What follows belongs to an exercise in optimizing a design on an open flow for a short achievable clock period, few clock cycles per item and low power; a production flow would make more cautious choices. The RTL was checked by simulation tests, not by an equivalence proof against the original design. Power is estimated from default activity; no workload was simulated.

Setup of red:
==> flow/design.v (excerpt) <==
module fragment_reassembly_tracker_core #(
  parameter int unsigned MAX_FRAGS = frt_pkg::FRT_MAX_FRAGS
) (
  input  logic                            clk_i,
  input  logic                            rst_ni,
  input  logic                            cfg_we_i,
  input  logic [frt_pkg::CFG_IDX_W-1:0]   cfg_index_i,
  input  logic [frt_pkg::BYTES_W-1:0]     cfg_data_i,
  input  logic                            in_valid_i,
  output logic                            in_ready_o,
  input  logic [frt_pkg::FUNC_W-1:0]      func_i,
  input  logic [frt_pkg::KIND_W-1:0]      packet_kind_i,
  input  logic [frt_pkg::MSG_W-1:0]       message_number_i,
  input  logic [frt_pkg::FRAG_W-1:0]      fragment_number_i,
  input  logic [frt_pkg::CNT_W-1:0]       total_fragments_i,
  input  logic [frt_pkg::BYTES_W-1:0]     fragment_bytes_i,
  input  logic [frt_pkg::BYTES_W-1:0]     header_bytes_i,
  input  logic [frt_pkg::BYTES_W-1:0]     max_data_bytes_i,
  input  logic                            request_pending_i,
  output logic                            out_valid_o,
  input  logic                            out_ready_i,
  output logic [frt_pkg::ACTION_W-1:0]    action_o,
  output logic [frt_pkg::OFFSET_W-1:0]    page_offset_o,
  output logic [frt_pkg::BYTES_W-1:0]     copy_bytes_o,
  output logic [frt_pkg::BYTES_W-1:0]     resend_fragment_bytes_o,
  output logic                            message_complete_o
);
  localparam int unsigned IdxW  = (MAX_FRAGS > 1) ? $clog2(MAX_FRAGS) : 1;
  localparam int unsigned BW    = frt_pkg::BYTES_W;
  localparam int unsigned OW    = frt_pkg::OFFSET_W;
  localparam int unsigned FW    = frt_pkg::FRAG_W;
  localparam int unsigned CW    = frt_pkg::CNT_W;
  localparam int unsigned MW    = frt_pkg::MSG_W;
  localparam int unsigned DivW  = BW + 1;
  localparam int unsigned StepW = $clog2(DivW + 1);
  function automatic logic [BW-1:0] sub_sat(input logic [BW-1:0] a, input logic [BW-1:0] b);
    sub_sat = (a > b) ? a - b : '0;
  endfunction
  logic [BW-1:0]        mh_q, ph_q, page_q, full_q;
  logic [MW-1:0]        cur_msg_q;
  logic                 active_q;
  logic [MAX_FRAGS-1:0] map_q;
  logic [CW-1:0]        count_q;
  logic [BW-1:0]        first_q;
  ...
clock: 7.5 ns
lec_check: 0
cap_margin: 20
core_margin: 2
core_utilization: 40
cts_buf_list: sky130_fd_sc_hd__clkbuf_16
cts_cluster_diameter: 100
cts_cluster_size: 34
place_density: 0.6
setup_slack_margin: 3.0
slew_margin: 20
tns_end_percent: 0
standard.sh (not shown) runs the stock make flow with config.mk's settings and CLKGATE_MAP_FILE= SYNTH_SCRIPT=/design/flow/synth_recipe.tcl, a recipe that flattens the netlist after the stock synthesis.
==> flow/flow/run.sh <==
#!/bin/bash
# The standard layout, with the input and output ports buffered by buf_2
# cells instead of the default port buffer. Full tool output: flow.log.
set -euo pipefail
export BUFFER_PORTS_ARGS="-buffer_cell sky130_fd_sc_hd__buf_2"
bash standard.sh > flow.log 2>&1
Testbench counts of red, summed over its fixed seeds: cycles 3,573, items 3,355.
## Diff of input files: blue against red
- changing CTS_BUF_LIST from sky130_fd_sc_hd__clkbuf_16 to sky130_fd_sc_hd__clkbuf_8
- changing CTS_CLUSTER_DIAMETER from 100 to 60
- changing CTS_CLUSTER_SIZE from 34 to 20
==> flow/flow/run.sh <==
#!/bin/bash
# The standard layout, with the input and output ports buffered by buf_4
# cells instead of the default port buffer. Full tool output: flow.log.
set -euo pipefail
export BUFFER_PORTS_ARGS="-buffer_cell sky130_fd_sc_hd__buf_4"
bash standard.sh > flow.log 2>&1
Findings:
Result for red and blue: all clean. The slowest library cell on the worst path comes out sky130_fd_sc_hd__buf_4 in one run and sky130_fd_sc_hd__and2_2 in the other, namely in blue and red respectively. Final clock period utilization by the worst path: red and blue compared, higher one is blue. Going from red to blue, non-clock buffer count grew slightly. Per the comparison of blue with red, area growth from synthesis to final layout +2.6 points; internal power component +2.2%; post-layout total power +2.4%. red → blue: number of nets with antenna violations after routing level, sum of routed wire length over all layers saw an increase.
[inputs] green vs blue
- swapping 20 for 28 in CTS_CLUSTER_SIZE
- swapping 60 for 90 in CTS_CLUSTER_DIAMETER
- swapping sky130_fd_sc_hd__clkbuf_8 for sky130_fd_sc_hd__clkbuf_16 in CTS_BUF_LIST
==> flow/flow/run.sh <==
#!/bin/bash
# The standard layout, with the input and output ports buffered by buf_2
# cells instead of the default port buffer. Full tool output: flow.log.
set -euo pipefail
export BUFFER_PORTS_ARGS="-buffer_cell sky130_fd_sc_hd__buf_2"
bash standard.sh > flow.log 2>&1
--- outcome ---
- Diff blue -> green: wire length dropped about 1.3%, global routing met2 resource utilization decreased by 1.2 points relative to the old numbers.
- Lower utilization after layout was reported by green, not blue.
- green vs blue: final-layout fill cell count up
- [compare] base=blue new=green: power moved down; combinational share of power has increased; worst-case setup margin in the final layout went up by 100 ps; final-layout clock-cell area share -0.63 points.

-- re-timing with driven ports --
Ports are ideal in the flow. The routed layouts listed here were re-timed in OpenROAD. Step 1 sets driving cells, clkbuf_16 on the clock port and buf_2 on the other inputs (assumed; they add their load-dependent delay and slew). Step 2 adds t to the input delays and takes it off the output delays; t is the mean of the earliest and latest rising clock arrival at the registers after step 1. Input paths then give back, and output paths get back, about the clock's delay inside the block. Slacks: ideal / step 1 / step 2; pairs: ideal / step 1.
run	t, ns	slack for setup (ns)	worst setup path after step 2	slew at the worst register clock pin (ns)	cell pins on the clock port's net
red	0.608	2.125 / 2.084 / 1.586	input to register	0.12 / 0.12	1
blue	0.680	2.001 / 1.966 / 1.414	input to register	0.11 / 0.11	1
green	0.597	2.105 / 2.067 / 1.609	input to register	0.10 / 0.10	1
After both steps every run listed still meets setup and hold. The setup slack of blue, which loses most, moves by -0.035 ns with the drivers and by -0.587 ns with both steps.
